From an optimization exercise on the open Yosys and OpenROAD flow, aimed at a short achievable clock period and few clock cycles per item; shortcuts taken in it are not production practice. The RTL was checked by simulation tests, not by an equivalence proof against the original design.

==> flow/design.v (excerpt) <==
module base58_encoder #(
    parameter int MAX_LEN = 32,
    parameter int DIGITS  = 45
) (
    input  logic       i_clk,
    input  logic       i_rst_n,
    input  logic       i_valid,
    output logic       o_stall,
    input  logic [7:0] i_data_byte,
    input  logic       i_last_byte,
    output logic       o_valid,
    input  logic       i_stall,
    output logic [6:0] o_out_char,
    output logic       o_last_char,
    output logic       o_too_long
);
Size: roughly 1900 cells after synthesis, about 420 flip-flops, ~24 I/O pins, ~0.022 mm² of cells after synthesis.
Settings: LEC_CHECK=0, CAP_MARGIN=20, CORE_MARGIN=2, CORE_UTILIZATION=40, PLACE_DENSITY=0.6, SLEW_MARGIN=20; clock period 9.0 ns.
run.sh (not shown) runs the stock make flow with config.mk's settings and CLKGATE_MAP_FILE= SYNTH_SCRIPT=/design/flow/synth_recipe.tcl, a recipe that flattens the netlist after the stock synthesis.
Testbench counts at the start, summed over its fixed seeds: cycles 197,906, bytes 3,974.
Edit:
--- a/flow/design.v
+++ b/flow/design.v
@@ -168,24 +168,25 @@
     localparam logic [IW-1:0] TOP_IDX = IW'(DIGITS - 1);
     localparam logic [3:0] S_IDLE = 4'd0;
     localparam logic [3:0] S_FOLD = 4'd1;
     localparam logic [3:0] S_SRD  = 4'd2;
     localparam logic [3:0] S_SCHK = 4'd3;
     localparam logic [3:0] S_ZERO = 4'd4;
     localparam logic [3:0] S_ERD  = 4'd5;
     localparam logic [3:0] S_ECHK = 4'd6;
     localparam logic [3:0] S_ERR  = 4'd7;
     localparam logic [3:0] S_DONE = 4'd8;
     logic [3:0]         r_state, n_state;
     logic [IW-1:0]      r_idx, n_idx;
+    logic [IW-1:0]      r_top, n_top;
     logic [7:0]         r_carry, n_carry;
     logic               r_last, n_last;
     logic [CNT_W-1:0]   r_lz, n_lz;
     logic [CNT_W-1:0]   r_n, n_n;
     logic               r_has, n_has;
     logic [DIGITS-1:0]  r_dvld, n_dvld;
     logic               r_rd_vld;
     logic               r_ovalid, n_ovalid;
     logic [6:0]         r_char, n_char;
     logic               r_lastc, n_lastc;
     logic               r_err, n_err;
     logic               rd_en;
@@ -237,24 +238,25 @@
         end else if (d < 6'd44) begin
             b58_char = 7'h61 + ({1'b0, d} - 7'd33);
         end else if (d < 6'd58) begin
             b58_char = 7'h6D + ({1'b0, d} - 7'd44);
         end else begin
             b58_char = 7'h7A;
         end
     endfunction
     assign dig_char = b58_char(dig);
     always_comb begin
         n_state   = r_state;
         n_idx     = r_idx;
+        n_top     = r_top;
         n_carry   = r_carry;
         n_last    = r_last;
         n_lz      = r_lz;
         n_n       = r_n;
         n_has     = r_has;
         n_dvld    = r_dvld;
         n_ovalid  = r_ovalid && i_stall;
         n_char    = r_char;
         n_lastc   = r_lastc;
         n_err     = r_err;
         rd_en     = 1'b0;
         rd_addr   = r_idx;
@@ -269,38 +271,48 @@
                     n_last  = i_q_cmd[CMD_LAST];
                     n_lz    = i_q_cmd[CMD_LZ +: CNT_W];
                     n_n     = '0;
                     n_idx   = '0;
                     if (i_q_cmd[CMD_ERR]) begin
                         n_state = i_q_cmd[CMD_LAST] ? S_ERR : S_IDLE;
                     end else if (i_q_cmd[CMD_FOLD]) begin
                         rd_en   = 1'b1;
                         rd_addr = TOP_IDX;
                         n_idx   = TOP_IDX;
                         n_state = S_FOLD;
                     end else begin
+                        n_idx   = r_top;
                         n_state = i_q_cmd[CMD_LAST] ? S_SRD : S_IDLE;
                     end
                 end
             end
             S_FOLD: begin
-                wr_en         = 1'b1;
-                n_dvld[r_idx] = 1'b1;
-                n_carry       = quot[7:0];
-                if (r_idx == '0) begin
+                if ((r_idx < r_top) && (r_carry == 8'd0)) begin
+                    n_idx   = r_top;
                     n_state = r_last ? S_SRD : S_IDLE;
                 end else begin
-                    rd_en   = 1'b1;
-                    rd_addr = r_idx - 1'b1;
-                    n_idx   = r_idx - 1'b1;
+                    wr_en         = 1'b1;
+                    n_dvld[r_idx] = 1'b1;
+                    n_carry       = quot[7:0];
+                    if (r_idx < r_top) begin
+                        n_top = r_idx;
+                    end
+                    if (r_idx == '0) begin
+                        n_idx   = '0;
+                        n_state = r_last ? S_SRD : S_IDLE;
+                    end else begin
+                        rd_en   = 1'b1;
+                        rd_addr = r_idx - 1'b1;
+                        n_idx   = r_idx - 1'b1;
+                    end
                 end
             end
             S_SRD: begin
                 rd_en   = 1'b1;
                 n_state = S_SCHK;
             end
             S_SCHK: begin
                 if (dig != '0) begin
                     n_has   = 1'b1;
                     n_state = S_ZERO;
                 end else if (r_idx == TOP_IDX) begin
                     n_has   = 1'b0;
@@ -332,56 +344,60 @@
             end
             S_ECHK: begin
                 if (out_free) begin
                     emit_last = (r_idx == TOP_IDX) || (r_n == CNT_MAX);
                     n_ovalid  = 1'b1;
                     n_char    = dig_char;
                     n_lastc   = emit_last;
                     n_err     = 1'b0;
                     n_n       = r_n + 1'b1;
                     if (emit_last) begin
                         n_state = S_DONE;
                     end else begin
+                        rd_en   = 1'b1;
+                        rd_addr = r_idx + 1'b1;
                         n_idx   = r_idx + 1'b1;
-                        n_state = S_ERD;
                     end
                 end
             end
             S_ERR: begin
                 if (out_free) begin
                     n_ovalid = 1'b1;
                     n_char   = CHAR_NONE;
                     n_lastc  = 1'b1;
                     n_err    = 1'b1;
                     n_state  = S_DONE;
                 end
             end
             S_DONE: begin
                 n_dvld  = '0;
+                n_top   = TOP_IDX;
                 n_state = S_IDLE;
             end
             default: begin
                 n_state = S_IDLE;
             end
         endcase
     end
     always_ff @(posedge i_clk) begin
         if (!i_rst_n) begin
             r_state  <= S_IDLE;
             r_dvld   <= '0;
+            r_top    <= TOP_IDX;
             r_ovalid <= 1'b0;
             r_rd_vld <= 1'b0;
         end else begin
             r_state  <= n_state;
             r_dvld   <= n_dvld;
+            r_top    <= n_top;
             r_ovalid <= n_ovalid;
             if (rd_en) begin
                 r_rd_vld <= r_dvld[rd_addr];
             end
         end
     end
     always_ff @(posedge i_clk) begin
         r_idx   <= n_idx;
         r_carry <= n_carry;
         r_last  <= n_last;
         r_lz    <= n_lz;
         r_n     <= n_n;
Outcome:
- The new run passed the timing, design-rule and antenna checks
- register-to-register slack got worse by 0.31 ns
- wire length went up by roughly a tenth
- maximum frequency drops by a few percent
- die area grows by a few percent
- worst setup slack is worse by 0.31 ns
- count of clock-buffer cells in the layout grows by 8
- core utilization barely changes
- synthesized area came out higher by a few percent
- first-iteration DRC count goes down by a few percent
- hold slack is about the same
- critical path depth went up by 3
Testbench counts after the change, summed over its fixed seeds: cycles 80,185, bytes 3,974.

-- what the ideal ports hide --
In the flow no input, the clock included, has a driving cell. The finished layouts below were timed again as built, in two steps.
Step 1: set_driving_cell puts a clkbuf_16 on i_clk and a buf_2 on each other input, an assumption about the parent block.
Step 2 moves the port delays by t, midway between the first and last clock arrival at a register: inputs arrive t later, outputs are due t later. That takes back most of the time a late clock gives input paths.
a / b / c = no drivers / after step 1 / after step 2; a / b = the first two.
| run | t, ns | setup slack, ns | clock arrival spread, ns |
|---|---|---|---|
| the first run | 0.629 | 0.935 / 0.935 / 0.935 | 0.020 / 0.019 |
| the second run | 0.631 | 0.628 / 0.628 / 0.628 | 0.021 / 0.022 |
After both steps every run listed still meets setup and hold.
